Context: an optimization exercise on an open-source flow, tuned for small area and a short achievable clock period. The choices shown serve that exercise and are no tape-out recipe. In this exercise RTL edits were held to simulation tests only and were not proved equivalent to the original. No activity file was given, so power comes from the tool's default toggle rates.

File: flow/config.mk
export PLATFORM = sky130hd
export DESIGN_NAME = alu_top
export DESIGN_NICKNAME = alu_top
export VERILOG_FILES = /design/flow/design.v
export SDC_FILE = /design/flow/constraint.sdc
export NUM_CORES = 4
export LEC_CHECK = 0
export ABC_AREA = 1
export CAP_MARGIN = 20
export CORE_MARGIN = 2
export CORE_UTILIZATION = 40
export SETUP_SLACK_MARGIN = 4.5
export SLEW_MARGIN = 20
File: flow/constraint.sdc
create_clock -name core_clock -period 11.5 [get_ports {clk}]
set_input_delay 2.3000 -clock core_clock [delete_from_list [all_inputs] [get_ports {clk}]]
set_output_delay 2.3000 -clock core_clock [all_outputs]
set_load 0.01 [all_outputs]
File: flow/design.v
`default_nettype none
package alu_pkg;
  localparam int DATA_W = 16;
  localparam int OP_W   = 6;
  localparam logic [OP_W-1:0] OP_ADD = 6'd13;
  localparam logic [OP_W-1:0] OP_SUB = 6'd14;
  localparam logic [OP_W-1:0] OP_LSR = 6'd15;
  localparam logic [OP_W-1:0] OP_LSL = 6'd16;
  localparam logic [OP_W-1:0] OP_MUL = 6'd17;
  localparam logic [OP_W-1:0] OP_CMP = 6'd20;   
  localparam logic [OP_W-1:0] OP_INC = 6'd21;
  localparam logic [OP_W-1:0] OP_DEC = 6'd22;
  localparam logic [OP_W-1:0] OP_AND = 6'd23;
  localparam logic [OP_W-1:0] OP_OR  = 6'd24;
  localparam logic [OP_W-1:0] OP_XOR = 6'd25;
  localparam logic [OP_W-1:0] OP_NOT = 6'd26;
  localparam logic [OP_W-1:0] OP_RSR = 6'd27;   
  localparam logic [OP_W-1:0] OP_RSL = 6'd28;   
endpackage
`default_nettype wire
`default_nettype none
module operand_select (
  input  wire [5:0]  opcode,
  input  wire [15:0] acc,
  input  wire [15:0] x,
  input  wire [15:0] y,
  input  wire [15:0] imm,
  input  wire        ra,
  output wire [15:0] reg_word,
  output wire [15:0] m2,
  output wire [15:0] a,
  output wire [15:0] b,
  output wire [15:0] bx,
  output wire        cin
);
  wire imm_zero = ~|imm;
  wire op_incdec = (opcode == 6'd21) | (opcode == 6'd22);
  wire op_not    = (opcode == 6'd26);
  wire unary     = op_incdec | op_not;
  wire inv       = (opcode == 6'd14) | (opcode == 6'd20) | (opcode == 6'd22) | op_not;
  assign reg_word = ra ? y : x;
  assign m2       = imm | ({16{imm_zero}} & acc);
  assign a        = (imm_zero & ~unary) ? acc : reg_word;
  wire [15:0] bsel = imm | ({16{imm_zero}} & reg_word);
  assign b        = {bsel[15:1] & {15{~unary}}, op_incdec | (bsel[0] & ~unary)};
  assign bx       = b ^ {16{inv}};
  assign cin      = inv & ~op_not;   
endmodule
`default_nettype wire
`default_nettype none
module arith_unit (
  input  wire [15:0] a,
  input  wire [15:0] bx,
  input  wire        cin,
  input  wire [15:0] reg_word,
  input  wire [15:0] m2,
  output wire [15:0] pr,         
  output wire [15:0] gn,         
  output wire [15:0] sum,
  output wire        add_cout,
  output wire        add_ovf,
  output wire [15:0] prod,
  output wire        prod_zero,
  output wire        mul_ovf
);
  wire [16:0] c;
  assign pr = a ^ bx;
  assign gn = a & bx;
  prefix_carry #(.W(16)) add_carry_inst (
    .g   (gn),
    .p   (pr),
    .cin (cin),
    .c   (c)
  );
  assign sum      = pr ^ c[15:0];
  assign add_cout = c[16];
  assign add_ovf  = c[16] ^ c[15];
  wire [16:0] r0, r1;
  wire  [16:0] p;
  mul_lo17 mul_lo17_inst (
    .a  (reg_word),
    .b  (m2),
    .r0 (r0),
    .r1 (r1)
  );
  wire [16:0] g0 = r0 & r1;
  wire [16:0] p0 = r0 ^ r1;
  wire [17:0] pc;
  prefix_carry #(.W(17)) mul_carry_inst (
    .g   (g0),
    .p   (p0),
    .cin (1'b0),
    .c   (pc)
  );
  assign p = p0 ^ pc[16:0];
  assign prod = p[15:0];
  wire [16:0] zc = p0 ^ {(r0[15:0] | r1[15:0]), 1'b0};
  assign prod_zero = ~|zc[15:0];
  wire   lo15_zero = ~|zc[14:0];
  logic [18:0] ta, tb;
  logic        ge15, ge16, ge18;   
  always_comb begin
    ta = '0;
    tb = '0;
    ta[0] = 1'b1;
    tb[0] = 1'b1;
    ta[1] = 1'b1;
    tb[1] = 1'b1;
    for (int j = 2; j <= 16; j++) begin
      ta[j] = ta[j-1] & (reg_word[16-j] == reg_word[15]);
      tb[j] = tb[j-1] & (m2[16-j] == m2[15]);
    end
    ge15 = 1'b0;
    ge16 = 1'b0;
    ge18 = 1'b0;
    for (int j = 1; j <= 16; j++) begin
      ge15 = ge15 | (ta[j] & ((j >= 14) ? 1'b1 : tb[15 - j]));
      ge16 = ge16 | (ta[j] & ((j >= 15) ? 1'b1 : tb[16 - j]));
      ge18 = ge18 | (ta[j] & ((j >= 17) ? 1'b1 : tb[18 - j]));
    end
  end
  wire neg_exact = p[16] & p[15] & lo15_zero & (reg_word[15] ^ m2[15]);
  assign mul_ovf = ~ge18 & (~ge15 | (ge16 ? (p[16] ^ p[15]) : ~neg_exact));
endmodule
module prefix_carry #(
  parameter int W = 16
) (
  input  wire [W-1:0] g,
  input  wire [W-1:0] p,
  input  wire         cin,
  output wire  [W:0]  c
);
  localparam int L = (W + 1 > 16) ? 5 : (W + 1 > 8) ? 4 : 3;   
  wire [W:0] gg [0:L];
  wire [W:0] pp [0:L];
  assign gg[0] = {g, cin};
  assign pp[0] = {p, 1'b0};
  for (genvar l = 0; l < L; l++) begin : g_level
    for (genvar i = 0; i <= W; i++) begin : g_bit
      if (((i >> l) & 1) == 1) begin : g_op
        assign gg[l+1][i] = gg[l][i] | (pp[l][i] & gg[l][((i >> l) << l) - 1]);
        assign pp[l+1][i] = pp[l][i] & pp[l][((i >> l) << l) - 1];
      end else begin : g_pass
        assign gg[l+1][i] = gg[l][i];
        assign pp[l+1][i] = pp[l][i];
      end
    end
  end
  assign c = gg[L];
endmodule
module mul_lo17 (
  input  wire [15:0] a,
  input  wire [15:0] b,
  output wire [16:0] r0,
  output wire [16:0] r1
);
  wire one_0;
  wire two_0;
  wire neg_0;
  wire one_1;
  wire two_1;
  wire neg_1;
  wire one_2;
  wire two_2;
  wire neg_2;
  wire one_3;
  wire two_3;
  wire neg_3;
  wire one_4;
  wire two_4;
  wire neg_4;
  wire one_5;
  wire two_5;
  wire neg_5;
  wire one_6;
  wire two_6;
  wire neg_6;
  wire one_7;
  wire two_7;
  wire neg_7;
  wire pp_0_0;
  wire pp_0_1;
  wire pp_0_2;
  wire pp_0_3;
  wire pp_0_4;
  wire pp_0_5;
  wire pp_0_6;
  wire pp_0_7;
  wire pp_0_8;
  wire pp_0_9;
  wire pp_0_10;
  wire pp_0_11;
  wire pp_0_12;
  wire pp_0_13;
  wire pp_0_14;
  wire pp_0_15;
  wire pp_0_16;
  wire pp_1_0;
  wire pp_1_1;
  wire pp_1_2;
  wire pp_1_3;
  wire pp_1_4;
  wire pp_1_5;
  wire pp_1_6;
  wire pp_1_7;
  wire pp_1_8;
  wire pp_1_9;
  wire pp_1_10;
  wire pp_1_11;
  wire pp_1_12;
  wire pp_1_13;
  wire pp_1_14;
  wire pp_2_0;
  wire pp_2_1;
  wire pp_2_2;
  wire pp_2_3;
  wire pp_2_4;
  wire pp_2_5;
  wire pp_2_6;
  wire pp_2_7;
  wire pp_2_8;
  wire pp_2_9;
  wire pp_2_10;
  wire pp_2_11;
  wire pp_2_12;
  wire pp_3_0;
  wire pp_3_1;
  wire pp_3_2;
  wire pp_3_3;
  wire pp_3_4;
  wire pp_3_5;
  wire pp_3_6;
  wire pp_3_7;
  wire pp_3_8;
  wire pp_3_9;
  wire pp_3_10;
  wire pp_4_0;
  wire pp_4_1;
  wire pp_4_2;
  wire pp_4_3;
  wire pp_4_4;
  wire pp_4_5;
  wire pp_4_6;
  wire pp_4_7;
  wire pp_4_8;
  wire pp_5_0;
  wire pp_5_1;
  wire pp_5_2;
  wire pp_5_3;
  wire pp_5_4;
  wire pp_5_5;
  wire pp_5_6;
  wire pp_6_0;
  wire pp_6_1;
  wire pp_6_2;
  wire pp_6_3;
  wire pp_6_4;
  wire pp_7_0;
  wire pp_7_1;
  wire pp_7_2;
  wire hs_0;
  wire hc_0;
  wire hs_1;
  wire hc_1;
  wire fs_0;
  wire fc_0;
  wire hs_2;
  wire hc_2;
  wire fs_1;
  wire fc_1;
  wire hs_3;
  wire hc_3;
  wire fs_2;
  wire fc_2;
  wire fs_3;
  wire fc_3;
  wire hs_4;
  wire hc_4;
  wire fs_4;
  wire fc_4;
  wire fs_5;
  wire fc_5;
  wire hs_5;
  wire hc_5;
  wire fs_6;
  wire fc_6;
  wire fs_7;
  wire fc_7;
  wire hs_6;
  wire hc_6;
  wire hs_7;
  wire hc_7;
  wire hs_8;
  wire hc_8;
  wire fs_8;
  wire fc_8;
  wire hs_9;
  wire hc_9;
  wire fs_9;
  wire fc_9;
  wire hs_10;
  wire hc_10;
  wire fs_10;
  wire fc_10;
  wire fs_11;
  wire fc_11;
  wire fs_12;
  wire fc_12;
  wire fs_13;
  wire fc_13;
  wire fs_14;
  wire fc_14;
  wire fs_15;
  wire fc_15;
  wire fs_16;
  wire fc_16;
  wire fs_17;
  wire fc_17;
  wire fs_18;
  wire fc_18;
  wire fs_19;
  wire fc_19;
  wire fs_20;
  wire fc_20;
  wire fs_21;
  wire fc_21;
  wire fs_22;
  wire fc_22;
  wire fs_23;
  wire fc_23;
  wire hs_11;
  wire hc_11;
  wire hs_12;
  wire hc_12;
  wire fs_24;
  wire fc_24;
  wire fs_25;
  wire fc_25;
  wire fs_26;
  wire fc_26;
  wire fs_27;
  wire fc_27;
  wire fs_28;
  wire fc_28;
  wire fs_29;
  wire fc_29;
  wire fs_30;
  wire fc_30;
  wire fs_31;
  wire fc_31;
  wire fs_32;
  wire fc_32;
  wire fs_33;
  wire fc_33;
  wire fs_34;
  wire fc_34;
  wire hs_13;
  wire hc_13;
  wire hs_14;
  wire hc_14;
  wire fs_35;
  wire fc_35;
  wire fs_36;
  wire fc_36;
  wire fs_37;
  wire fc_37;
  wire fs_38;
  wire fc_38;
  wire fs_39;
  wire fc_39;
  wire fs_40;
  wire fc_40;
  wire fs_41;
  wire fc_41;
  wire fs_42;
  wire fc_42;
  wire fs_43;
  wire fc_43;
  wire fs_44;
  wire fc_44;
  wire fs_45;
  wire fc_45;
  wire fs_46;
  wire fc_46;
  wire fs_47;
  wire fc_47;
  assign one_0 = a[0] ^ 1'b0;
  assign two_0 = (a[1] & ~a[0] & ~1'b0) | (~a[1] & a[0] & 1'b0);
  assign neg_0 = a[1];
  assign one_1 = a[2] ^ a[1];
  assign two_1 = (a[3] & ~a[2] & ~a[1]) | (~a[3] & a[2] & a[1]);
  assign neg_1 = a[3];
  assign one_2 = a[4] ^ a[3];
  assign two_2 = (a[5] & ~a[4] & ~a[3]) | (~a[5] & a[4] & a[3]);
  assign neg_2 = a[5];
  assign one_3 = a[6] ^ a[5];
  assign two_3 = (a[7] & ~a[6] & ~a[5]) | (~a[7] & a[6] & a[5]);
  assign neg_3 = a[7];
  assign one_4 = a[8] ^ a[7];
  assign two_4 = (a[9] & ~a[8] & ~a[7]) | (~a[9] & a[8] & a[7]);
  assign neg_4 = a[9];
  assign one_5 = a[10] ^ a[9];
  assign two_5 = (a[11] & ~a[10] & ~a[9]) | (~a[11] & a[10] & a[9]);
  assign neg_5 = a[11];
  assign one_6 = a[12] ^ a[11];
  assign two_6 = (a[13] & ~a[12] & ~a[11]) | (~a[13] & a[12] & a[11]);
  assign neg_6 = a[13];
  assign one_7 = a[14] ^ a[13];
  assign two_7 = (a[15] & ~a[14] & ~a[13]) | (~a[15] & a[14] & a[13]);
  assign neg_7 = a[15];
  assign pp_0_0 = ((one_0 & b[0]) | (two_0 & 1'b0)) ^ neg_0;
  assign pp_0_1 = ((one_0 & b[1]) | (two_0 & b[0])) ^ neg_0;
  assign pp_0_2 = ((one_0 & b[2]) | (two_0 & b[1])) ^ neg_0;
  assign pp_0_3 = ((one_0 & b[3]) | (two_0 & b[2])) ^ neg_0;
  assign pp_0_4 = ((one_0 & b[4]) | (two_0 & b[3])) ^ neg_0;
  assign pp_0_5 = ((one_0 & b[5]) | (two_0 & b[4])) ^ neg_0;
  assign pp_0_6 = ((one_0 & b[6]) | (two_0 & b[5])) ^ neg_0;
  assign pp_0_7 = ((one_0 & b[7]) | (two_0 & b[6])) ^ neg_0;
  assign pp_0_8 = ((one_0 & b[8]) | (two_0 & b[7])) ^ neg_0;
  assign pp_0_9 = ((one_0 & b[9]) | (two_0 & b[8])) ^ neg_0;
  assign pp_0_10 = ((one_0 & b[10]) | (two_0 & b[9])) ^ neg_0;
  assign pp_0_11 = ((one_0 & b[11]) | (two_0 & b[10])) ^ neg_0;
  assign pp_0_12 = ((one_0 & b[12]) | (two_0 & b[11])) ^ neg_0;
  assign pp_0_13 = ((one_0 & b[13]) | (two_0 & b[12])) ^ neg_0;
  assign pp_0_14 = ((one_0 & b[14]) | (two_0 & b[13])) ^ neg_0;
  assign pp_0_15 = ((one_0 & b[15]) | (two_0 & b[14])) ^ neg_0;
  assign pp_0_16 = ((one_0 & b[15]) | (two_0 & b[15])) ^ neg_0;
  assign pp_1_0 = ((one_1 & b[0]) | (two_1 & 1'b0)) ^ neg_1;
  assign pp_1_1 = ((one_1 & b[1]) | (two_1 & b[0])) ^ neg_1;
  assign pp_1_2 = ((one_1 & b[2]) | (two_1 & b[1])) ^ neg_1;
  assign pp_1_3 = ((one_1 & b[3]) | (two_1 & b[2])) ^ neg_1;
  assign pp_1_4 = ((one_1 & b[4]) | (two_1 & b[3])) ^ neg_1;
  assign pp_1_5 = ((one_1 & b[5]) | (two_1 & b[4])) ^ neg_1;
  assign pp_1_6 = ((one_1 & b[6]) | (two_1 & b[5])) ^ neg_1;
  assign pp_1_7 = ((one_1 & b[7]) | (two_1 & b[6])) ^ neg_1;
  assign pp_1_8 = ((one_1 & b[8]) | (two_1 & b[7])) ^ neg_1;
  assign pp_1_9 = ((one_1 & b[9]) | (two_1 & b[8])) ^ neg_1;
  assign pp_1_10 = ((one_1 & b[10]) | (two_1 & b[9])) ^ neg_1;
  assign pp_1_11 = ((one_1 & b[11]) | (two_1 & b[10])) ^ neg_1;
  assign pp_1_12 = ((one_1 & b[12]) | (two_1 & b[11])) ^ neg_1;
  assign pp_1_13 = ((one_1 & b[13]) | (two_1 & b[12])) ^ neg_1;
  assign pp_1_14 = ((one_1 & b[14]) | (two_1 & b[13])) ^ neg_1;
  assign pp_2_0 = ((one_2 & b[0]) | (two_2 & 1'b0)) ^ neg_2;
  assign pp_2_1 = ((one_2 & b[1]) | (two_2 & b[0])) ^ neg_2;
  assign pp_2_2 = ((one_2 & b[2]) | (two_2 & b[1])) ^ neg_2;
  assign pp_2_3 = ((one_2 & b[3]) | (two_2 & b[2])) ^ neg_2;
  assign pp_2_4 = ((one_2 & b[4]) | (two_2 & b[3])) ^ neg_2;
  assign pp_2_5 = ((one_2 & b[5]) | (two_2 & b[4])) ^ neg_2;
  assign pp_2_6 = ((one_2 & b[6]) | (two_2 & b[5])) ^ neg_2;
  assign pp_2_7 = ((one_2 & b[7]) | (two_2 & b[6])) ^ neg_2;
  assign pp_2_8 = ((one_2 & b[8]) | (two_2 & b[7])) ^ neg_2;
  assign pp_2_9 = ((one_2 & b[9]) | (two_2 & b[8])) ^ neg_2;
  assign pp_2_10 = ((one_2 & b[10]) | (two_2 & b[9])) ^ neg_2;
  assign pp_2_11 = ((one_2 & b[11]) | (two_2 & b[10])) ^ neg_2;
  assign pp_2_12 = ((one_2 & b[12]) | (two_2 & b[11])) ^ neg_2;
  assign pp_3_0 = ((one_3 & b[0]) | (two_3 & 1'b0)) ^ neg_3;
  assign pp_3_1 = ((one_3 & b[1]) | (two_3 & b[0])) ^ neg_3;
  assign pp_3_2 = ((one_3 & b[2]) | (two_3 & b[1])) ^ neg_3;
  assign pp_3_3 = ((one_3 & b[3]) | (two_3 & b[2])) ^ neg_3;
  assign pp_3_4 = ((one_3 & b[4]) | (two_3 & b[3])) ^ neg_3;
  assign pp_3_5 = ((one_3 & b[5]) | (two_3 & b[4])) ^ neg_3;
  assign pp_3_6 = ((one_3 & b[6]) | (two_3 & b[5])) ^ neg_3;
  assign pp_3_7 = ((one_3 & b[7]) | (two_3 & b[6])) ^ neg_3;
  assign pp_3_8 = ((one_3 & b[8]) | (two_3 & b[7])) ^ neg_3;
  assign pp_3_9 = ((one_3 & b[9]) | (two_3 & b[8])) ^ neg_3;
  assign pp_3_10 = ((one_3 & b[10]) | (two_3 & b[9])) ^ neg_3;
  assign pp_4_0 = ((one_4 & b[0]) | (two_4 & 1'b0)) ^ neg_4;
  assign pp_4_1 = ((one_4 & b[1]) | (two_4 & b[0])) ^ neg_4;
  assign pp_4_2 = ((one_4 & b[2]) | (two_4 & b[1])) ^ neg_4;
  assign pp_4_3 = ((one_4 & b[3]) | (two_4 & b[2])) ^ neg_4;
  assign pp_4_4 = ((one_4 & b[4]) | (two_4 & b[3])) ^ neg_4;
  assign pp_4_5 = ((one_4 & b[5]) | (two_4 & b[4])) ^ neg_4;
  assign pp_4_6 = ((one_4 & b[6]) | (two_4 & b[5])) ^ neg_4;
  assign pp_4_7 = ((one_4 & b[7]) | (two_4 & b[6])) ^ neg_4;
  assign pp_4_8 = ((one_4 & b[8]) | (two_4 & b[7])) ^ neg_4;
  assign pp_5_0 = ((one_5 & b[0]) | (two_5 & 1'b0)) ^ neg_5;
  assign pp_5_1 = ((one_5 & b[1]) | (two_5 & b[0])) ^ neg_5;
  assign pp_5_2 = ((one_5 & b[2]) | (two_5 & b[1])) ^ neg_5;
  assign pp_5_3 = ((one_5 & b[3]) | (two_5 & b[2])) ^ neg_5;
  assign pp_5_4 = ((one_5 & b[4]) | (two_5 & b[3])) ^ neg_5;
  assign pp_5_5 = ((one_5 & b[5]) | (two_5 & b[4])) ^ neg_5;
  assign pp_5_6 = ((one_5 & b[6]) | (two_5 & b[5])) ^ neg_5;
  assign pp_6_0 = ((one_6 & b[0]) | (two_6 & 1'b0)) ^ neg_6;
  assign pp_6_1 = ((one_6 & b[1]) | (two_6 & b[0])) ^ neg_6;
  assign pp_6_2 = ((one_6 & b[2]) | (two_6 & b[1])) ^ neg_6;
  assign pp_6_3 = ((one_6 & b[3]) | (two_6 & b[2])) ^ neg_6;
  assign pp_6_4 = ((one_6 & b[4]) | (two_6 & b[3])) ^ neg_6;
  assign pp_7_0 = ((one_7 & b[0]) | (two_7 & 1'b0)) ^ neg_7;
  assign pp_7_1 = ((one_7 & b[1]) | (two_7 & b[0])) ^ neg_7;
  assign pp_7_2 = ((one_7 & b[2]) | (two_7 & b[1])) ^ neg_7;
  assign hs_0 = pp_0_10 ^ pp_1_8;
  assign hc_0 = pp_0_10 & pp_1_8;
  assign hs_1 = pp_0_11 ^ pp_1_9;
  assign hc_1 = pp_0_11 & pp_1_9;
  assign fs_0 = pp_0_12 ^ pp_1_10 ^ pp_2_8;
  assign fc_0 = (pp_0_12 & pp_1_10) | (pp_0_12 & pp_2_8) | (pp_1_10 & pp_2_8);
  assign hs_2 = pp_3_6 ^ pp_4_4;
  assign hc_2 = pp_3_6 & pp_4_4;
  assign fs_1 = pp_0_13 ^ pp_1_11 ^ pp_2_9;
  assign fc_1 = (pp_0_13 & pp_1_11) | (pp_0_13 & pp_2_9) | (pp_1_11 & pp_2_9);
  assign hs_3 = pp_3_7 ^ pp_4_5;
  assign hc_3 = pp_3_7 & pp_4_5;
  assign fs_2 = pp_0_14 ^ pp_1_12 ^ pp_2_10;
  assign fc_2 = (pp_0_14 & pp_1_12) | (pp_0_14 & pp_2_10) | (pp_1_12 & pp_2_10);
  assign fs_3 = pp_3_8 ^ pp_4_6 ^ pp_5_4;
  assign fc_3 = (pp_3_8 & pp_4_6) | (pp_3_8 & pp_5_4) | (pp_4_6 & pp_5_4);
  assign hs_4 = pp_6_2 ^ pp_7_0;
  assign hc_4 = pp_6_2 & pp_7_0;
  assign fs_4 = pp_0_15 ^ pp_1_13 ^ pp_2_11;
  assign fc_4 = (pp_0_15 & pp_1_13) | (pp_0_15 & pp_2_11) | (pp_1_13 & pp_2_11);
  assign fs_5 = pp_3_9 ^ pp_4_7 ^ pp_5_5;
  assign fc_5 = (pp_3_9 & pp_4_7) | (pp_3_9 & pp_5_5) | (pp_4_7 & pp_5_5);
  assign hs_5 = pp_6_3 ^ pp_7_1;
  assign hc_5 = pp_6_3 & pp_7_1;
  assign fs_6 = pp_0_16 ^ pp_1_14 ^ pp_2_12;
  assign fc_6 = (pp_0_16 & pp_1_14) | (pp_0_16 & pp_2_12) | (pp_1_14 & pp_2_12);
  assign fs_7 = pp_3_10 ^ pp_4_8 ^ pp_5_6;
  assign fc_7 = (pp_3_10 & pp_4_8) | (pp_3_10 & pp_5_6) | (pp_4_8 & pp_5_6);
  assign hs_6 = pp_6_4 ^ pp_7_2;
  assign hc_6 = pp_6_4 & pp_7_2;
  assign hs_7 = pp_0_6 ^ pp_1_4;
  assign hc_7 = pp_0_6 & pp_1_4;
  assign hs_8 = pp_0_7 ^ pp_1_5;
  assign hc_8 = pp_0_7 & pp_1_5;
  assign fs_8 = pp_0_8 ^ pp_1_6 ^ pp_2_4;
  assign fc_8 = (pp_0_8 & pp_1_6) | (pp_0_8 & pp_2_4) | (pp_1_6 & pp_2_4);
  assign hs_9 = pp_3_2 ^ pp_4_0;
  assign hc_9 = pp_3_2 & pp_4_0;
  assign fs_9 = pp_0_9 ^ pp_1_7 ^ pp_2_5;
  assign fc_9 = (pp_0_9 & pp_1_7) | (pp_0_9 & pp_2_5) | (pp_1_7 & pp_2_5);
  assign hs_10 = pp_3_3 ^ pp_4_1;
  assign hc_10 = pp_3_3 & pp_4_1;
  assign fs_10 = pp_2_6 ^ pp_3_4 ^ pp_4_2;
  assign fc_10 = (pp_2_6 & pp_3_4) | (pp_2_6 & pp_4_2) | (pp_3_4 & pp_4_2);
  assign fs_11 = pp_5_0 ^ neg_5 ^ hs_0;
  assign fc_11 = (pp_5_0 & neg_5) | (pp_5_0 & hs_0) | (neg_5 & hs_0);
  assign fs_12 = pp_2_7 ^ pp_3_5 ^ pp_4_3;
  assign fc_12 = (pp_2_7 & pp_3_5) | (pp_2_7 & pp_4_3) | (pp_3_5 & pp_4_3);
  assign fs_13 = pp_5_1 ^ hc_0 ^ hs_1;
  assign fc_13 = (pp_5_1 & hc_0) | (pp_5_1 & hs_1) | (hc_0 & hs_1);
  assign fs_14 = pp_5_2 ^ pp_6_0 ^ neg_6;
  assign fc_14 = (pp_5_2 & pp_6_0) | (pp_5_2 & neg_6) | (pp_6_0 & neg_6);
  assign fs_15 = hc_1 ^ fs_0 ^ hs_2;
  assign fc_15 = (hc_1 & fs_0) | (hc_1 & hs_2) | (fs_0 & hs_2);
  assign fs_16 = pp_5_3 ^ pp_6_1 ^ fc_0;
  assign fc_16 = (pp_5_3 & pp_6_1) | (pp_5_3 & fc_0) | (pp_6_1 & fc_0);
  assign fs_17 = hc_2 ^ fs_1 ^ hs_3;
  assign fc_17 = (hc_2 & fs_1) | (hc_2 & hs_3) | (fs_1 & hs_3);
  assign fs_18 = neg_7 ^ fc_1 ^ hc_3;
  assign fc_18 = (neg_7 & fc_1) | (neg_7 & hc_3) | (fc_1 & hc_3);
  assign fs_19 = fs_2 ^ fs_3 ^ hs_4;
  assign fc_19 = (fs_2 & fs_3) | (fs_2 & hs_4) | (fs_3 & hs_4);
  assign fs_20 = fc_2 ^ fc_3 ^ hc_4;
  assign fc_20 = (fc_2 & fc_3) | (fc_2 & hc_4) | (fc_3 & hc_4);
  assign fs_21 = fs_4 ^ fs_5 ^ hs_5;
  assign fc_21 = (fs_4 & fs_5) | (fs_4 & hs_5) | (fs_5 & hs_5);
  assign fs_22 = fc_4 ^ fc_5 ^ hc_5;
  assign fc_22 = (fc_4 & fc_5) | (fc_4 & hc_5) | (fc_5 & hc_5);
  assign fs_23 = fs_6 ^ fs_7 ^ hs_6;
  assign fc_23 = (fs_6 & fs_7) | (fs_6 & hs_6) | (fs_7 & hs_6);
  assign hs_11 = pp_0_4 ^ pp_1_2;
  assign hc_11 = pp_0_4 & pp_1_2;
  assign hs_12 = pp_0_5 ^ pp_1_3;
  assign hc_12 = pp_0_5 & pp_1_3;
  assign fs_24 = pp_2_2 ^ pp_3_0 ^ neg_3;
  assign fc_24 = (pp_2_2 & pp_3_0) | (pp_2_2 & neg_3) | (pp_3_0 & neg_3);
  assign fs_25 = pp_2_3 ^ pp_3_1 ^ hc_7;
  assign fc_25 = (pp_2_3 & pp_3_1) | (pp_2_3 & hc_7) | (pp_3_1 & hc_7);
  assign fs_26 = neg_4 ^ hc_8 ^ fs_8;
  assign fc_26 = (neg_4 & hc_8) | (neg_4 & fs_8) | (hc_8 & fs_8);
  assign fs_27 = fc_8 ^ hc_9 ^ fs_9;
  assign fc_27 = (fc_8 & hc_9) | (fc_8 & fs_9) | (hc_9 & fs_9);
  assign fs_28 = fc_9 ^ hc_10 ^ fs_10;
  assign fc_28 = (fc_9 & hc_10) | (fc_9 & fs_10) | (hc_10 & fs_10);
  assign fs_29 = fc_10 ^ fs_12 ^ fc_11;
  assign fc_29 = (fc_10 & fs_12) | (fc_10 & fc_11) | (fs_12 & fc_11);
  assign fs_30 = fc_12 ^ fs_14 ^ fc_13;
  assign fc_30 = (fc_12 & fs_14) | (fc_12 & fc_13) | (fs_14 & fc_13);
  assign fs_31 = fc_14 ^ fc_15 ^ fs_16;
  assign fc_31 = (fc_14 & fc_15) | (fc_14 & fs_16) | (fc_15 & fs_16);
  assign fs_32 = fc_16 ^ fc_17 ^ fs_18;
  assign fc_32 = (fc_16 & fc_17) | (fc_16 & fs_18) | (fc_17 & fs_18);
  assign fs_33 = fc_18 ^ fc_19 ^ fs_20;
  assign fc_33 = (fc_18 & fc_19) | (fc_18 & fs_20) | (fc_19 & fs_20);
  assign fs_34 = fc_20 ^ fc_21 ^ fs_22;
  assign fc_34 = (fc_20 & fc_21) | (fc_20 & fs_22) | (fc_21 & fs_22);
  assign hs_13 = pp_0_2 ^ pp_1_0;
  assign hc_13 = pp_0_2 & pp_1_0;
  assign hs_14 = pp_0_3 ^ pp_1_1;
  assign hc_14 = pp_0_3 & pp_1_1;
  assign fs_35 = pp_2_0 ^ neg_2 ^ hs_11;
  assign fc_35 = (pp_2_0 & neg_2) | (pp_2_0 & hs_11) | (neg_2 & hs_11);
  assign fs_36 = pp_2_1 ^ hc_11 ^ hs_12;
  assign fc_36 = (pp_2_1 & hc_11) | (pp_2_1 & hs_12) | (hc_11 & hs_12);
  assign fs_37 = hc_12 ^ fs_24 ^ hs_7;
  assign fc_37 = (hc_12 & fs_24) | (hc_12 & hs_7) | (fs_24 & hs_7);
  assign fs_38 = fc_24 ^ hs_8 ^ fs_25;
  assign fc_38 = (fc_24 & hs_8) | (fc_24 & fs_25) | (hs_8 & fs_25);
  assign fs_39 = hs_9 ^ fc_25 ^ fs_26;
  assign fc_39 = (hs_9 & fc_25) | (hs_9 & fs_26) | (fc_25 & fs_26);
  assign fs_40 = hs_10 ^ fc_26 ^ fs_27;
  assign fc_40 = (hs_10 & fc_26) | (hs_10 & fs_27) | (fc_26 & fs_27);
  assign fs_41 = fc_27 ^ fs_28 ^ fs_11;
  assign fc_41 = (fc_27 & fs_28) | (fc_27 & fs_11) | (fs_28 & fs_11);
  assign fs_42 = fc_28 ^ fs_13 ^ fs_29;
  assign fc_42 = (fc_28 & fs_13) | (fc_28 & fs_29) | (fs_13 & fs_29);
  assign fs_43 = fs_15 ^ fc_29 ^ fs_30;
  assign fc_43 = (fs_15 & fc_29) | (fs_15 & fs_30) | (fc_29 & fs_30);
  assign fs_44 = fs_17 ^ fc_30 ^ fs_31;
  assign fc_44 = (fs_17 & fc_30) | (fs_17 & fs_31) | (fc_30 & fs_31);
  assign fs_45 = fs_19 ^ fc_31 ^ fs_32;
  assign fc_45 = (fs_19 & fc_31) | (fs_19 & fs_32) | (fc_31 & fs_32);
  assign fs_46 = fs_21 ^ fc_32 ^ fs_33;
  assign fc_46 = (fs_21 & fc_32) | (fs_21 & fs_33) | (fc_32 & fs_33);
  assign fs_47 = fs_23 ^ fc_33 ^ fs_34;
  assign fc_47 = (fs_23 & fc_33) | (fs_23 & fs_34) | (fc_33 & fs_34);
  assign r0[0] = pp_0_0;
  assign r1[0] = neg_0;
  assign r0[1] = pp_0_1;
  assign r1[1] = 1'b0;
  assign r0[2] = neg_1;
  assign r1[2] = hs_13;
  assign r0[3] = hc_13;
  assign r1[3] = hs_14;
  assign r0[4] = hc_14;
  assign r1[4] = fs_35;
  assign r0[5] = fc_35;
  assign r1[5] = fs_36;
  assign r0[6] = fc_36;
  assign r1[6] = fs_37;
  assign r0[7] = fc_37;
  assign r1[7] = fs_38;
  assign r0[8] = fc_38;
  assign r1[8] = fs_39;
  assign r0[9] = fc_39;
  assign r1[9] = fs_40;
  assign r0[10] = fc_40;
  assign r1[10] = fs_41;
  assign r0[11] = fc_41;
  assign r1[11] = fs_42;
  assign r0[12] = fc_42;
  assign r1[12] = fs_43;
  assign r0[13] = fc_43;
  assign r1[13] = fs_44;
  assign r0[14] = fc_44;
  assign r1[14] = fs_45;
  assign r0[15] = fc_45;
  assign r1[15] = fs_46;
  assign r0[16] = fc_46;
  assign r1[16] = fs_47;
endmodule
`default_nettype wire
`default_nettype none
module bitwise_unit (
  input  wire [5:0]  opcode,
  input  wire [15:0] a,
  input  wire [15:0] b,
  output wire [15:0] shift_val
);
  wire right = (opcode == 6'd15) | (opcode == 6'd27);   
  wire lsh   = (opcode == 6'd15) | (opcode == 6'd16);   
  wire big   = |b[15:4];
  wire [15:0] src = right ? {a[14:0], a[15]} : a;
  wire [3:0]  k   = right ? ~b[3:0] : b[3:0];
  wire [15:0] th = 16'hffff << b[3:0];
  logic [15:0] rot;
  logic [15:0] keep;
  always_comb begin
    rot = src;
    for (int s = 0; s < 4; s++) begin
      if (k[s]) rot = (rot << (1 << s)) | (rot >> (16 - (1 << s)));
    end
    for (int i = 0; i < 16; i++) begin
      keep[i] = right ? th[15 - i] : th[i];
    end
  end
  assign shift_val = lsh ? (rot & keep & {16{~big}}) : rot;
endmodule
`default_nettype wire
`default_nettype none
module result_register (
  input  wire        clk,
  input  wire        rst,
  input  wire        en,
  input  wire [5:0]  opcode,
  input  wire [15:0] pr,
  input  wire [15:0] gn,
  input  wire [15:0] sum,
  input  wire        add_cout,
  input  wire        add_ovf,
  input  wire [15:0] prod,
  input  wire        prod_zero,
  input  wire        mul_ovf,
  input  wire [15:0] shift_val,
  output logic [15:0] res,
  output logic [3:0]  flags,
  output logic        done
);
  logic sel_add, sel_sub, sel_mul, sel_p, sel_g, sel_shift;
  always_comb begin
    sel_add   = 1'b0;
    sel_sub   = 1'b0;
    sel_mul   = 1'b0;
    sel_p     = 1'b0;
    sel_g     = 1'b0;
    sel_shift = 1'b0;
    case (opcode)
      6'd13, 6'd21:               sel_add   = 1'b1;
      6'd14, 6'd20, 6'd22:        sel_sub   = 1'b1;
      6'd17:                      sel_mul   = 1'b1;
      6'd23:                      sel_g     = 1'b1;
      6'd24:                      {sel_p, sel_g} = 2'b11;
      6'd25, 6'd26:               sel_p     = 1'b1;
      6'd15, 6'd16, 6'd27, 6'd28: sel_shift = 1'b1;
      default: ;
    endcase
  end
  wire sel_arith = sel_add | sel_sub;
  wire [15:0] v_rest = ({16{sel_arith}} & sum) |
                       ({16{sel_p}}     & pr)  |
                       ({16{sel_g}}     & gn)  |
                       ({16{sel_shift}} & shift_val);
  wire [15:0] value  = v_rest | ({16{sel_mul}} & prod);
  wire        zero   = sel_mul ? prod_zero : ~|v_rest;
  wire hit     = sel_arith | sel_mul | sel_p | sel_g | sel_shift;
  wire flag_we = en & hit;                      
  wire res_we  = flag_we & (opcode != 6'd20);   
  wire [3:0] next_flags = {zero, value[15], sel_arith & (add_cout ^ sel_sub),
                           (sel_arith & add_ovf) | (sel_mul & mul_ovf)};
  always_ff @(posedge clk) begin
    if (!rst) begin
      res   <= '0;
      flags <= '0;
      done  <= 1'b0;
    end else begin
      done <= en;
      if (flag_we) flags <= next_flags;
      if (res_we)  res   <= value;
    end
  end
endmodule
`default_nettype wire
`default_nettype none
module alu_top (
  input  wire        clk,
  input  wire        rst,
  input  wire        en,
  input  wire [70:0] req,
  output wire [15:0] res,
  output wire [3:0]  flags,
  output wire        done
);
  wire [5:0]  opcode = req[70:65];
  wire [15:0] acc    = req[64:49];
  wire [15:0] x      = req[48:33];
  wire [15:0] y      = req[32:17];
  wire [15:0] imm    = req[16:1];
  wire        ra     = req[0];
  wire [15:0] reg_word, m2, a, b, bx;
  wire        cin;
  wire [15:0] pr, gn, sum, prod, shift_val;
  wire        add_cout, add_ovf, mul_ovf, prod_zero;
  operand_select operand_select_inst (
    .opcode   (opcode),
    .acc      (acc),
    .x        (x),
    .y        (y),
    .imm      (imm),
    .ra       (ra),
    .reg_word (reg_word),
    .m2       (m2),
    .a        (a),
    .b        (b),
    .bx       (bx),
    .cin      (cin)
  );
  arith_unit arith_unit_inst (
    .a         (a),
    .bx        (bx),
    .cin       (cin),
    .reg_word  (reg_word),
    .m2        (m2),
    .pr        (pr),
    .gn        (gn),
    .sum       (sum),
    .add_cout  (add_cout),
    .add_ovf   (add_ovf),
    .prod      (prod),
    .prod_zero (prod_zero),
    .mul_ovf   (mul_ovf)
  );
  bitwise_unit bitwise_unit_inst (
    .opcode    (opcode),
    .a         (a),
    .b         (b),
    .shift_val (shift_val)
  );
  result_register result_register_inst (
    .clk       (clk),
    .rst       (rst),
    .en        (en),
    .opcode    (opcode),
    .pr        (pr),
    .gn        (gn),
    .sum       (sum),
    .add_cout  (add_cout),
    .add_ovf   (add_ovf),
    .prod      (prod),
    .prod_zero (prod_zero),
    .mul_ovf   (mul_ovf),
    .shift_val (shift_val),
    .res       (res),
    .flags     (flags),
    .done      (done)
  );
endmodule
`default_nettype wire
File: flow/flow/run.sh
#!/bin/bash
# The standard layout with two changes: synthesis without full-adder
# extraction (ABC then sees and times the adder and multiplier logic whole),
# and the port buffers made from buf_2 rather than the delay cell
# buffer_ports picks by default.
set -euo pipefail
bash standard.sh ADDER_MAP_FILE= "BUFFER_PORTS_ARGS=-buffer_cell sky130_fd_sc_hd__buf_2" finish > standard.log 2>&1
File: flow/standard.sh
#!/bin/bash
# synth_recipe.tcl (not shown) runs the flow's synth.tcl, then flattens the netlist and writes it again
# the make line also repeats each setting of config.mk as NAME=value (left out here)
make -C /OpenROAD-flow-scripts/flow DESIGN_CONFIG=/design/flow/config.mk WORK_HOME=/design/flow/orfs CLKGATE_MAP_FILE= SYNTH_SCRIPT=/design/flow/synth_recipe.tcl "${@:-finish}"
==> results.cfg, run 1 <==
[layout]
antenna_cells_inserted = 0
most-common-layout-cells = sky130_fd_sc_hd__nand2_1 (923), sky130_fd_sc_hd__inv_1 (293), sky130_fd_sc_hd__nand3_1 (247), sky130_fd_sc_hd__nor2_1 (139), sky130_fd_sc_hd__o21ai_0 (127)
footprint_of_the_multi_input_gates_um2 = 8460
final.fill_count = 2974
final_net_count = 2308
syn2layout_area_growth_pct = 6.93
area.sequential_um2 = 420
layout-drive-gt1-share_pct = 8.60
layout_commonest_cell = sky130_fd_sc_hd__nand2_1
fin_area_um2 = 11100

[timing]
setup_viol = 0
hold_violations = 0
unrepaired_setup_endpoints_after_global_routing = false
fin_crit_ns = 6.61
finClkSkew_ns = 0
setup_tns_ns = 0
tightestPinTransition_ns = 0.880
drv_slew = 0
clock.fmax_mhz = 151
slew-limit-headroom_pct = 41.2
final_min_period_over_clock_period_pct = 57.4

[die]
initial_core_util_pct = 40.3
core_area_um2 = 25800
die_x_um = 165
io_count = 95
fp.dieH_um = 165
row_count = 59
dieArea_um2 = 27400

[worst_hold_path]
timing.hold.worst_endpoint = result_register_inst.flags[1]
hold_path_startpoint = result_register_inst.flags[1]
hold_path_class = reg -> reg
min_delay_path_depth = 2

[clocking]
worstSkewPairLatency_ns = 0.25
clock_tree_from_tritoncts = yes
cts_root_buffer = sky130_fd_sc_hd__clkbuf_16
max-clock-path-buffers = 2
clkSlewWorstSetupHoldPaths_ns = 0.06
cts-htree-levels = 1
tritoncts_buffer_count = 3
cts.sinks = 21

[yosys]
post_synth_num_cell_types = 55
synth.ff_latch_count = 21
syn-num-nets = 2262
yosys_warnings = 5
syn_area_per_cell_um2 = 4.76
synth.yosys.seq_area_share_pct = 4.03
syn-cell-area_um2 = 10400
synthCells = 2188

[job]
timing.max_cap.violations = 0

[setup_path]
critical_path.startpoint_type = input port
setup.reg_to_reg.worst_slack_ns = 10.71
reg2regPathDepth = 3
setup.worst_path.class = in -> reg
crit-reg2reg-launch = result_register_inst.res[15]
cp_data_arrival_time_ns = 6.79
path_max_fanout = 14
crit_required_ns = 11.69
cp_endpoint_kind = flip-flop
regToRegEndpoint = result_register_inst.res[15]

[placed_design]
place_congestion = 0.946
place_area_um2 = 11000
portBuffers = 94
hpwl_um = 32300

[drt]
dr_total_vias = 14000
routed_wirelength_normalized_by_instance_count_um = 15.7
route.detailed.vias_per_inst = 5.43
drt_drc_violations_left = 0
antenna_left = 0
wl_um = 40200
drt-pass1-iter-count = 6
first_iter_violations = 1457

[power]
p_leak_nw = 6.56
internal_power_w = 0.000513
power.sequential.fraction_pct = 5.8
share_clk_of_total_power_pct = 5.2
power.share.combinational_pct = 89.1
power.density_cell_area_nw_per_um2 = 125
power.switching_fraction_pct = 63.3
peakVddDrop_mv = 0.101
total_switching_power_w = 0.000886

[outcome]
status = no timing/DRC/antenna violations

[global_routing]
grt_util_all_layers_pct = 28.7
grt_max_degree = 36
first_pass_grt_wire_length_um = 62400
grt_overflow = 0
antenna_found_initial = 0
first_global_vias = 12100
-- layer usage --
layer	global-route usage, %	routed length (um)
met5	0	0
met2	49.8	18100
met3	3.15	3450
met4	10.0	1800
met1	36.7	16800
-- stage by stage --
stage                     std cells  total power [W]  utilization, %  hold slack (ns)  setup slack [ns]
after floorplan                2188          0.00102               -            0.487              6.25
after global placement         2559          0.00128            42.6            0.460              4.27
after detailed placement       2559          0.00130            42.6            0.468              4.14
after CTS                      2563          0.00138            42.9            0.477              4.70
after global routing           2568          0.00157            43.1            0.488              4.49
final                          2568          0.00140            43.1            0.478              4.89
-- flip-flops by register name, indices dropped and copies added, names as in the netlist --
name	count
result_register_inst.res	16
result_register_inst.done	1
result_register_inst.flags	4
-- repair_timing --
action | CTS | global route
cloned | 0 | 3
buffers inserted | 0 | 2
pin swaps | 0 | 1
hold buffers | 0 | 0
gates resized for setup | 2 | 6
setup endpoints to repair | 1 | 17
-- Yosys cell counts (all sizes together) --
| master | n | area, um^2 |
|---|---|---|
| o2111ai | 8 | 70.1 |
| dfxtp | 21 | 420 |
| o221ai | 19 | 166 |
| o21a | 4 | 30.0 |
| a31oi | 11 | 68.8 |
| mux2i | 4 | 40.0 |
| xnor2 | 29 | 262 |
| nor3 | 9 | 45.0 |
| o211ai | 3 | 22.5 |
| clkinv | 3 | 11.3 |
| nand3 | 249 | 1260 |
| a21boi | 3 | 22.5 |
| nand3b | 14 | 125 |
| nor4 | 5 | 31.3 |
| nor3b | 1 | 7.51 |
| nand4 | 36 | 231 |
| clkbuf | 29 | 109 |
| o22ai | 20 | 125 |
| o31ai | 3 | 22.5 |
| inv | 310 | 1170 |
| a211oi | 3 | 22.5 |
| nand2 | 952 | 3640 |
| xor2 | 54 | 473 |
| a22o | 1 | 8.76 |
| o21ai | 158 | 851 |
| o2111a | 1 | 11.3 |
| or2 | 6 | 37.5 |
| o311ai | 1 | 8.76 |
| nor2 | 144 | 558 |
| buf | 40 | 294 |
| and2 | 1 | 6.26 |
| o21bai | 6 | 45.0 |
| a22oi | 7 | 52.6 |
| a21oi | 32 | 175 |
| and3 | 1 | 6.26 |
-- power by group through the flow --
stage / combinational (W) / clock [W] / sequential, W
2_1_floorplan: 0.000939 / 0 / 0.0000838
3_3_place_gp: 0.00119 / 0 / 0.0000822
3_5_place_dp: 0.00122 / 0 / 0.0000821
4_1_cts: 0.00122 / 0.0000735 / 0.0000805
5_1_grt: 0.00141 / 0.0000767 / 0.0000809
6_report: 0.00125 / 0.0000724 / 0.0000805
-- logic make-up after synthesis --
kind of cell / after synthesis / synth area share [%]
DFF: 21 / 4.03
and+or+nand+nor: 1418 / 57.0
xor gates and xnor gates: 83 / 7.05
muxes: 4 / 0.384
AOI/OAI and AO/OA: 280 / 16.3
buffers and inverters: 382 / 15.2
-- worst max path at each step --
| stage | start | end | slack, ns | depth (start not counted) |
|---|---|---|---|---|
| floorplan | req[0] | result_register_inst.flags[0] | 6.25 | 28 |
| global placement | req[0] | result_register_inst.flags[0] | 4.27 | 35 |
| detailed placement | req[0] | result_register_inst.flags[0] | 4.14 | 37 |
| CTS | req[0] | result_register_inst.flags[0] | 4.70 | 37 |
| global route | req[70] | result_register_inst.flags[3] | 4.49 | 25 |
| finish | req[4] | result_register_inst.flags[0] | 4.89 | 26 |
-- area by class of cell --
class                      count  share of cell area [%]
timing repair inverter         2                  0.0898
inverter                     313                    10.6
clock buffer                   3                   0.674
clock inverter                 1                  0.0449
tap                          335                    3.76
sequential                    21                    3.77
multi-input combinational   1786                    75.9
timing repair buffer         107                    5.12
-- worst max-delay path, cell delays in order --
cell                       delay, ns
sky130_fd_sc_hd__buf_2          0.10
sky130_fd_sc_hd__nor2_1         0.09
sky130_fd_sc_hd__nand2_1        0.08
sky130_fd_sc_hd__nor2_2         0.45
sky130_fd_sc_hd__nand3_1        0.14
sky130_fd_sc_hd__nand2_1        0.56
sky130_fd_sc_hd__inv_1          0.32
sky130_fd_sc_hd__o21ai_1        0.25
sky130_fd_sc_hd__xor2_1         0.25
sky130_fd_sc_hd__nand2_1        0.10
sky130_fd_sc_hd__nand2_1        0.06
sky130_fd_sc_hd__nand2_1        0.06
sky130_fd_sc_hd__nand2_1        0.08
sky130_fd_sc_hd__xor2_1         0.44
sky130_fd_sc_hd__xnor2_1        0.18
sky130_fd_sc_hd__nand2_1        0.14
sky130_fd_sc_hd__nand3b_2       0.14
sky130_fd_sc_hd__nand2_1        0.23
sky130_fd_sc_hd__inv_1          0.08
sky130_fd_sc_hd__nand2_2        0.11
sky130_fd_sc_hd__nand2_2        0.10
sky130_fd_sc_hd__nand2_1        0.08
sky130_fd_sc_hd__nand3_1        0.07
sky130_fd_sc_hd__nand3_1        0.11
sky130_fd_sc_hd__nand2_1        0.13
sky130_fd_sc_hd__a21oi_2        0.14
==> inputs of run 2 (changes only) <==
==> flow/flow/run.sh (replaced) <==
#!/bin/bash
# The standard layout with two changes: synthesis without full-adder
# extraction (ABC then sees and times the adder and multiplier logic whole),
# and the port buffers made from buf_2 rather than the delay cell
# buffer_ports picks by default; timing repair aims at 5.4 ns of setup slack.
set -euo pipefail
bash standard.sh ADDER_MAP_FILE= "BUFFER_PORTS_ARGS=-buffer_cell sky130_fd_sc_hd__buf_2" SETUP_SLACK_MARGIN=5.4 finish > standard.log 2>&1
--- a/flow/config.mk
+++ b/flow/config.mk
@@ -9,5 +9,5 @@
 export CAP_MARGIN = 20
 export CORE_MARGIN = 2
 export CORE_UTILIZATION = 40
-export SETUP_SLACK_MARGIN = 4.5
+export SETUP_SLACK_MARGIN = 5
 export SLEW_MARGIN = 20
==> results.cfg, run 2 <==
[outcome]
status = no timing/DRC/antenna violations

[global_routing]
grt_util_all_layers_pct = 29.0
grt_max_degree = 36
antenna_found_initial = 0
first_global_vias = 12300
grt_overflow = 0
first_pass_grt_wire_length_um = 63300

[yosys]
postSynth.topFlopCell = sky130_fd_sc_hd__dfxtp_1
synth.yosys.seq_area_share_pct = 4.03
synth.ff_latch_count = 21
post_synth_most_frequent_cells = sky130_fd_sc_hd__nand2_1 (925), sky130_fd_sc_hd__inv_1 (295), sky130_fd_sc_hd__nand3_1 (247), sky130_fd_sc_hd__nor2_1 (139), sky130_fd_sc_hd__o21ai_0 (128)
yosys_warnings = 5
netlist_top_cells_area = sky130_fd_sc_hd__nand2_1 (33%), sky130_fd_sc_hd__nand3_1 (12%), sky130_fd_sc_hd__inv_1 (11%), sky130_fd_sc_hd__o21ai_0 (6.1%), sky130_fd_sc_hd__nor2_1 (5.0%)
syn-cell-area_um2 = 10400
synth_enable_flop_cells = 0
synth_largest_type_area_fraction_pct = 33.3
syn_area_per_cell_um2 = 4.76
syn-num-nets = 2262
post_synth_num_cell_types = 55
synth_area_leader_cell = sky130_fd_sc_hd__nand2_1
synthCells = 2188
synthMostInstantiatedCell = sky130_fd_sc_hd__nand2_1
ys_async_sr_fraction_pct = 0

[clocking]
clock_tree_from_tritoncts = yes
postCtsHoldBufs = 0
worstSkewPairLatency_ns = 0.25
cts.sinks = 21
clkSlewWorstSetupHoldPaths_ns = 0.06
cts_root_buffer = sky130_fd_sc_hd__clkbuf_16
cts-htree-levels = 1
tritoncts_buffer_count = 3
max-clock-path-buffers = 2

[timing]
hold_violations = 0
final_min_period_over_clock_period_pct = 50.7
slew-limit-headroom_pct = 48.0
drv_slew = 0
setup_tns_ns = 0
setup_slack_ns = 5.66
setup_viol = 0
clock.fmax_mhz = 171
tightestPinTransition_ns = 0.772
unrepaired_setup_endpoints_after_global_routing = true
timing.hold.ws_ns = 0.478
fin_crit_ns = 5.84
finClkSkew_ns = 0

[layout]
layout-drive-gt1-share_pct = 13.6
largest_register_ffs = 16
most-common-layout-cells = sky130_fd_sc_hd__nand2_1 (902), sky130_fd_sc_hd__inv_1 (288), sky130_fd_sc_hd__nand3_1 (239), sky130_fd_sc_hd__nor2_1 (135), sky130_fd_sc_hd__o21ai_0 (120)
fin_area_um2 = 12200
antenna_cells_inserted = 0
syn2layout_area_growth_pct = 16.6
layout_top_registers = result_register_inst.res: 16 flops, result_register_inst.flags: 4 flops, result_register_inst.done: 1 flops
layout_commonest_cell = sky130_fd_sc_hd__nand2_1
final_instance_count_without_filler_cells = 2637
final.fill_count = 2878
largest-register = result_register_inst.res
final_net_count = 2377

[drt]
route.detailed.vias_per_inst = 5.49
wl_um = 42100
antenna_left = 0
first_iter_violations = 1625
drt-pass1-iter-count = 6
dr_total_vias = 14500
routed_wirelength_normalized_by_instance_count_um = 16.0
drt_drc_violations_left = 0

[placed_design]
portBuffers = 94
hpwl_um = 32300
post-place-ws_ns = 4.14
place_congestion = 0.946
numPlacedInstances = 2559
place_area_um2 = 11000

[setup_path]
setup.reg_to_reg.worst_slack_ns = 10.70
cp_endpoint_kind = flip-flop
timing.critical_path.slowest_cell_delay_ns = 0.20
regToRegEndpoint = result_register_inst.res[15]
crit_required_ns = 11.64
cp_data_arrival_time_ns = 5.97
critPathMostFrequentCell = sky130_fd_sc_hd__nand2_1
critical_path.startpoint_type = input port
reg2regPathDepth = 3
crit-reg2reg-launch = result_register_inst.res[15]
setup.worst_path.end = result_register_inst.flags[0]
setup.worst_path.class = in -> reg
worst_path_slowest_cell = sky130_fd_sc_hd__nor2_4
startpoint = req[8]
path_max_fanout = 8

[die]
core_area_um2 = 25800
dieArea_um2 = 27400
fp.dieH_um = 165
die_x_um = 165
io_count = 95
row_count = 59
initial_core_util_pct = 40.3

[power]
power.sequential.fraction_pct = 5.5
peakVddDrop_mv = 0.0999
share_clk_of_total_power_pct = 5.0
total_switching_power_w = 0.000910
p_leak_nw = 6.99
power.share.combinational_pct = 89.5
power.switching_fraction_pct = 62.4
internal_power_w = 0.000548
power.density_cell_area_nw_per_um2 = 120

[job]
timing.max_cap.violations = 0

[worst_hold_path]
hold_path_class = reg -> reg
## run 2: kinds of logic after synthesis
family | after synthesis | synth area share, %
compound gates | 280 | 16.3
simple gates | 1418 | 57.0
flops | 21 | 4.03
xor+xnor | 83 | 7.05
buf+inv | 382 | 15.2
mux | 4 | 0.384
## run 2: worst max-delay path, delay by kind of cell
family,cells,cell delay (ns)
AND/OR/NAND/NOR,28,3.15
buffers and inverters,3,0.27
AO/OA/AOI/OAI,2,0.23
## run 2: what timing repair did
action,CTS,global route
resized for setup,24,94
cloned,4,7
pin swaps,3,18
setup buffers,12,51
setup endpoints to repair,20,18
## run 2: worst min path at each step
stage                                                to  cells after the start  slack, ns                          start
after detailed placement  result_register_inst.flags[1]                      2       0.47  result_register_inst.flags[1]
final                     result_register_inst.flags[1]                      2       0.48  result_register_inst.flags[1]
after global placement    result_register_inst.flags[1]                      2       0.46  result_register_inst.flags[1]
after CTS                 result_register_inst.flags[1]                      2       0.48  result_register_inst.flags[1]
after global routing      result_register_inst.flags[1]                      2       0.49  result_register_inst.flags[1]
after floorplan           result_register_inst.flags[1]                      2       0.49  result_register_inst.flags[1]
## run 2: power groups by stage
stage	Clock, W	Sequential (W)	Combinational, W
after floorplan	0	0.0000838	0.000939
after global placement	0	0.0000822	0.00119
after detailed placement	0	0.0000821	0.00122
after CTS	0.0000735	0.0000805	0.00123
after global routing	0.0000767	0.0000809	0.00147
final	0.0000727	0.0000805	0.00130
## run 2: routing by layer
metal  share of wire (%)  track usage (%)
met2                  45             50.2
met5                   0                0
met3                 8.9             3.55
met4                 4.8             10.7
met1                  41             36.9
## run 2: per-stage QoR
stage	utilization, %	power, W
after floorplan	-	0.00102
after global placement	42.6	0.00128
after detailed placement	42.6	0.00130
after CTS	43.7	0.00139
after global routing	47.1	0.00163
final	47.1	0.00146
## run 2: layout make-up
cell class                 instances  area [um^2]  share of cell area, %
clock buffer                       3         75.1                  0.617
clock inverter                     1         5.00                 0.0412
inverter                         313         1210                   9.98
multi-input combinational       1788         8810                   72.5
sequential                        21          420                   3.46
tap                              335          419                   3.45
timing repair buffer             171         1180                   9.68
timing repair inverter             5         35.0                  0.288
==> inputs of run 3 (changes only) <==
==> flow/flow/run.sh (replaced) <==
#!/bin/bash
# The standard layout with two changes: synthesis without full-adder
# extraction (ABC then sees and times the adder and multiplier logic whole),
# and the port buffers made from buf_1 rather than the delay cell
# buffer_ports picks by default.
set -euo pipefail
bash standard.sh ADDER_MAP_FILE= "BUFFER_PORTS_ARGS=-buffer_cell sky130_fd_sc_hd__buf_1" finish > standard.log 2>&1
--- a/flow/config.mk
+++ b/flow/config.mk
@@ -8,6 +8,7 @@
 export ABC_AREA = 1
 export CAP_MARGIN = 20
 export CORE_MARGIN = 2
-export CORE_UTILIZATION = 40
+export CORE_UTILIZATION = 60
+export PLACE_DENSITY = 0.75
 export SETUP_SLACK_MARGIN = 5
 export SLEW_MARGIN = 20
==> results.cfg, run 3 <==
[timing]
setup_tns_ns = 0
hold_violations = 0
fin_crit_ns = 6.11
final_min_period_over_clock_period_pct = 53.1
drv_slew = 0
finClkSkew_ns = 0
unrepaired_setup_endpoints_after_global_routing = false
setup_viol = 0
clock.fmax_mhz = 164
tightestPinTransition_ns = 1.14
slew-limit-headroom_pct = 23.2
setup_slack_ns = 5.39

[layout]
most-common-layout-cells = sky130_fd_sc_hd__nand2_1 (921), sky130_fd_sc_hd__inv_1 (292), sky130_fd_sc_hd__nand3_1 (247), sky130_fd_sc_hd__nor2_1 (138), sky130_fd_sc_hd__o21ai_0 (122)
syn2layout_area_growth_pct = 5.93
final_instance_count_without_filler_cells = 2472
layout-drive-gt1-share_pct = 5.25
antenna_cells_inserted = 0
layout_top_registers = result_register_inst.res: 16 flops, result_register_inst.flags: 4 flops, result_register_inst.done: 1 flops
largest_register_ffs = 16
final_net_count = 2322
layout_commonest_cell = sky130_fd_sc_hd__nand2_1
largest-register = result_register_inst.res

[drt]
routed_wirelength_normalized_by_instance_count_um = 15.7
drt_drc_violations_left = 0
antenna_left = 0
dr_total_vias = 14400
route.detailed.vias_per_inst = 5.82
drt-pass1-iter-count = 6
wl_um = 38800
first_iter_violations = 1496

[power]
power.density_cell_area_nw_per_um2 = 124
power.share.combinational_pct = 88.7
internal_power_w = 0.000515
power.switching_fraction_pct = 62.2
share_clk_of_total_power_pct = 5.4
power.sequential.fraction_pct = 5.9
peakVddDrop_mv = 0.112
total_switching_power_w = 0.000849
p_leak_nw = 6.35

[yosys]
synth.yosys.seq_area_share_pct = 4.03
synth-adder-area-share_pct = 0
synthMostInstantiatedCell = sky130_fd_sc_hd__nand2_1
postSynth.topFlopCell = sky130_fd_sc_hd__dfxtp_1
synth_mux_area_share_pct = 0.384
post_synth_num_cell_types = 55
post_synth_most_frequent_cells = sky130_fd_sc_hd__nand2_1 (925), sky130_fd_sc_hd__inv_1 (295), sky130_fd_sc_hd__nand3_1 (247), sky130_fd_sc_hd__nor2_1 (139), sky130_fd_sc_hd__o21ai_0 (128)
synth_largest_type_area_fraction_pct = 33.3
synthCells = 2188
syn_area_per_cell_um2 = 4.76
synth_compound_area_share_pct = 16.3
synth.ff_latch_count = 21
yosys_warnings = 5
syn-cell-area_um2 = 10400
ys_async_sr_fraction_pct = 0
netlist_top_cells_area = sky130_fd_sc_hd__nand2_1 (33%), sky130_fd_sc_hd__nand3_1 (12%), sky130_fd_sc_hd__inv_1 (11%), sky130_fd_sc_hd__o21ai_0 (6.1%), sky130_fd_sc_hd__nor2_1 (5.0%)
synth_xor_xnor_area_share_pct = 7.05
syn-num-nets = 2262
synth_enable_flop_cells = 0
synth_area_leader_cell = sky130_fd_sc_hd__nand2_1
largest_family_of_logic_cells_by_synthesized_area = simple AND/OR/NAND/NOR gates
yosys.area_share.simple_pct = 57.0

[global_routing]
first_pass_grt_wire_length_um = 60000
first_global_vias = 12400
antenna_found_initial = 0
grt_overflow = 0
grt_util_all_layers_pct = 40.5
grt_max_degree = 36

[placed_design]
portBuffers = 94
post-place-ws_ns = 4.37
numPlacedInstances = 2451
place_congestion = 1.03
hpwl_um = 30000

[setup_path]
cp_data_arrival_time_ns = 6.31
timing.critical_path.slowest_cell_delay_ns = 0.42
setup.worst_path.class = in -> reg
path_max_fanout = 35
critical_path.startpoint_type = input port
cp_endpoint_kind = flip-flop
worst-path-buf-inv = 9
crit_required_ns = 11.70
timing.critical_path.cells = buf_8, nand2_1, o21ai_2, buf_6, clkinvlp_4, buf_4, buf_4, o21ai_0, nand2_1, inv_1, nand2_1, nand2_1, inv_1, o2111ai_1, o2111ai_1, inv_1, nand3_1, nor2_1, nand3_1, nand2_1, nand2_1, inv_1
critical-path-top-delay-family = buffers and inverters
critPathMostFrequentCell = sky130_fd_sc_hd__nand2_1
worst_path_slowest_cell = sky130_fd_sc_hd__nand2_1

[worst_hold_path]
hold_path_class = reg -> reg

[job]
timing.max_cap.violations = 0

[clocking]
cts.sinks = 21
postCtsHoldBufs = 0
clkSlewWorstSetupHoldPaths_ns = 0.06
tritoncts_buffer_count = 3
cts-htree-levels = 1
cts_root_buffer = sky130_fd_sc_hd__clkbuf_16
clock_tree_from_tritoncts = yes
worstSkewPairLatency_ns = 0.25
max-clock-path-buffers = 2

[die]
core_area_um2 = 17100
die_x_um = 136
row_count = 48
io_count = 95
initial_core_util_pct = 60.9
fp.dieH_um = 136
dieArea_um2 = 18400

[outcome]
status = no timing/DRC/antenna violations
-- run 3: cell counts after synthesis --
No cell type changed its count.
-- run 3: worst paths after layout --
check                                 from                            end  slack [ns]  depth (start not counted)
min reg2reg  result_register_inst.flags[1]  result_register_inst.flags[1]        0.51                          2
max reg2reg   result_register_inst.res[14]   result_register_inst.res[14]       10.70                          3
min          result_register_inst.flags[1]  result_register_inst.flags[1]        0.51                          2
max                                 req[0]  result_register_inst.flags[3]        5.39                         22
-- run 3: layout make-up --
type	count	area, um^2
clock buffer	4	78.8
fill	1797	6070
inverter	313	1190
multi-input combinational	1786	8490
sequential	21	420
tap	225	282
timing repair buffer	121	572
timing repair inverter	2	10.0
-- run 3: cells by family after synthesis --
group / Yosys count
multiplexers: 4
flip-flops: 21
buffers and inverters: 382
AND/OR/NAND/NOR: 1418
AO/OA/AOI/OAI: 280
XOR/XNOR: 83
-- run 3: per-stage QoR --
step                area, um^2  total power (W)  hold WS, ns  util (%)
floorplan                10400          0.00102        0.487         -
global placement         10800          0.00122        0.466      62.9
detailed placement       10800          0.00125        0.466      62.9
CTS                      10900          0.00133        0.510      63.4
global route             11000          0.00153        0.534      64.5
finish                   11000          0.00136        0.511      64.5
-- run 3: power groups by stage --
stage	Sequential, W	Combinational (W)	Clock (W)
global route	0.0000808	0.00137	0.0000770
global placement	0.0000819	0.00114	0
floorplan	0.0000838	0.000939	0
CTS	0.0000804	0.00117	0.0000729
detailed placement	0.0000820	0.00117	0
finish	0.0000805	0.00121	0.0000742
-- run 3: timing repair --
action	in CTS	in global routing
resized for setup	4	25
setup buffers	0	13
setup endpoints to repair	10	19
cloned	1	3
pin swaps	0	3
-- run 3: worst register-to-register path, stage by stage, from the launching register on --
cell	delay, ns
sky130_fd_sc_hd__dfxtp_1	0.33
sky130_fd_sc_hd__o21ai_0	0.16
sky130_fd_sc_hd__o21bai_1	0.15
sky130_fd_sc_hd__inv_1	0.06
-- run 3: layer usage --
metal	GRT usage, %	wire [um]
met5	0	0
met4	25.2	2880
met3	4.45	4080
met2	67.4	17000
met1	49.9	14800
==> inputs of run 4 (changes only) <==
--- a/flow/config.mk
+++ b/flow/config.mk
@@ -8,7 +8,7 @@
 export ABC_AREA = 1
 export CAP_MARGIN = 20
 export CORE_MARGIN = 2
-export CORE_UTILIZATION = 60
-export PLACE_DENSITY = 0.75
+export CORE_UTILIZATION = 70
+export PLACE_DENSITY = 0.9
 export SETUP_SLACK_MARGIN = 5
 export SLEW_MARGIN = 20
==> results.cfg, run 4 <==
[outcome]
status = no timing/DRC/antenna violations

[setup_path]
crit_required_ns = 11.70
worst_path_slowest_cell = sky130_fd_sc_hd__xor2_1
critical_path.startpoint_type = input port
critPathMostFrequentCell = sky130_fd_sc_hd__nand2_1
timing.critical_path.slowest_cell_delay_ns = 0.32
cp_data_arrival_time_ns = 6.46
path_max_fanout = 14
cp_endpoint_kind = flip-flop
setup.worst_path.class = in -> reg

[drt]
drt-pass1-iter-count = 8
first_iter_violations = 2553
drt_drc_violations_left = 0
wl_um = 38600
routed_wirelength_normalized_by_instance_count_um = 15.8
dr_total_vias = 15000
route.detailed.vias_per_inst = 6.17
antenna_left = 0

[placed_design]
place_area_um2 = 10700
place_congestion = 1.06
portBuffers = 94
hpwl_um = 29400

[die]
initial_core_util_pct = 71.7
fp.dieH_um = 126
dieArea_um2 = 15900
row_count = 44
core_area_um2 = 14500
io_count = 95
die_x_um = 126

[layout]
layout_top_registers = result_register_inst.res: 16 flops, result_register_inst.flags: 4 flops, result_register_inst.done: 1 flops
final.fill_count = 1306
most-common-layout-cells = sky130_fd_sc_hd__nand2_1 (919), sky130_fd_sc_hd__inv_1 (290), sky130_fd_sc_hd__nand3_1 (247), sky130_fd_sc_hd__nor2_1 (138), sky130_fd_sc_hd__o21ai_0 (124)
largest_register_ffs = 16
syn2layout_area_growth_pct = 6.04
antenna_cells_inserted = 0
layout-drive-gt1-share_pct = 5.60
layout_commonest_cell = sky130_fd_sc_hd__nand2_1
fin_area_um2 = 11100
final_net_count = 2326
largest-register = result_register_inst.res

[clocking]
max-clock-path-buffers = 2
postCtsHoldBufs = 0
cts.sinks = 21
cts_root_buffer = sky130_fd_sc_hd__clkbuf_16
worstSkewPairLatency_ns = 0.25
clkSlewWorstSetupHoldPaths_ns = 0.05
clock_tree_from_tritoncts = yes
cts-htree-levels = 1
tritoncts_buffer_count = 3

[global_routing]
grt_overflow = 0
grt_max_degree = 36
first_global_vias = 13300
first_pass_grt_wire_length_um = 61500
antenna_found_initial = 0
grt_util_all_layers_pct = 46.2

[timing]
setup_viol = 0
slew-limit-headroom_pct = 44.5
final_min_period_over_clock_period_pct = 54.4
setup_tns_ns = 0
tightestPinTransition_ns = 0.823
drv_slew = 0
finClkSkew_ns = 0
unrepaired_setup_endpoints_after_global_routing = true
fin_crit_ns = 6.26
clock.fmax_mhz = 160
hold_violations = 0

[yosys]
synth_largest_type_area_fraction_pct = 33.3
synth.yosys.seq_area_share_pct = 4.03
yosys_warnings = 5
syn_area_per_cell_um2 = 4.76
netlist_top_cells_area = sky130_fd_sc_hd__nand2_1 (33%), sky130_fd_sc_hd__nand3_1 (12%), sky130_fd_sc_hd__inv_1 (11%), sky130_fd_sc_hd__o21ai_0 (6.1%), sky130_fd_sc_hd__nor2_1 (5.0%)
synth_area_leader_cell = sky130_fd_sc_hd__nand2_1
post_synth_num_cell_types = 55
synthCells = 2188
post_synth_most_frequent_cells = sky130_fd_sc_hd__nand2_1 (925), sky130_fd_sc_hd__inv_1 (295), sky130_fd_sc_hd__nand3_1 (247), sky130_fd_sc_hd__nor2_1 (139), sky130_fd_sc_hd__o21ai_0 (128)
syn-num-nets = 2262
postSynth.topFlopCell = sky130_fd_sc_hd__dfxtp_1
synth.ff_latch_count = 21
syn-cell-area_um2 = 10400
synth_enable_flop_cells = 0
ys_async_sr_fraction_pct = 0
synthMostInstantiatedCell = sky130_fd_sc_hd__nand2_1

[power]
power.density_cell_area_nw_per_um2 = 129
peakVddDrop_mv = 0.364
p_leak_nw = 6.35
design_power_total_w = 0.00143

[job]
timing.max_cap.violations = 0

[worst_hold_path]
hold_path_class = reg -> reg
==> run 4: cell counts after synthesis <==
No cell type changed its count.
==> run 4: logic make-up (layout without fill, tap and decap cells) <==
logic type	Yosys count	in the layout	synth area share, %
simple gates	1418	1419	57.0
buf+inv	382	444	15.2
compound gates	280	280	16.3
xor+xnor	83	83	7.05
flops	21	21	4.03
mux	4	4	0.384
==> run 4: path summary, 6_finish.rpt <==
path         cells after the start                          start                             to  slack, ns
max                             30                         req[1]  result_register_inst.flags[3]       5.24
min                              2  result_register_inst.flags[1]  result_register_inst.flags[1]       0.47
max reg2reg                      3   result_register_inst.res[14]   result_register_inst.res[14]      10.57
min reg2reg                      2  result_register_inst.flags[1]  result_register_inst.flags[1]       0.47
==> run 4: power by group <==
group          switching, W  internal, W
clock network     0.0000259    0.0000472
registers        0.00000304    0.0000777
logic              0.000882     0.000390
==> run 4: metrics by stage <==
stage               setup WS [ns]  hold WS (ns)  utilization [%]  std cells
global placement             4.47         0.455             73.5       2406
floorplan                    6.25         0.487                -       2188
CTS                          5.02         0.472             74.2       2412
finish                       5.24         0.470             76.1       2435
detailed placement           4.36         0.464             73.5       2406
global route                 4.95         0.501             76.1       2435
==> run 4: repair_timing <==
item                                    CTS  global route
endpoints found under the setup margin   16            17
setup buffers                             0            20
gates resized for setup                   3            29
gates cloned                              2             3
pin swaps                                 1             4
==> run 4: layout make-up <==
type	instances	area [um^2]	share of cell area [%]
Tap cell	184	230	2.08
Timing Repair Buffer	123	598	5.41
Timing Repair inverter	4	20.0	0.181
Multi-Input combinational cell	1786	8510	77.0
Sequential cell	21	420	3.80
Clock buffer	4	78.8	0.713
Inverter	313	1200	10.8
==> run 4: worst max-delay path: cells and delay by family <==
family / cells / cell delay [ns]
AO/OA/AOI/OAI: 2 / 0.38
XOR/XNOR: 2 / 0.49
buffers and inverters: 3 / 0.40
AND/OR/NAND/NOR: 23 / 2.86
==> run 4: per-layer routing <==
layer	global-route usage, %	up-vias	part of all wire [%]
met4	32.2	0	8.3
met2	73.6	1236	42
met5	0	-	0
met1	56.3	6352	36
met3	8.50	333	13
li1	-	7113	-
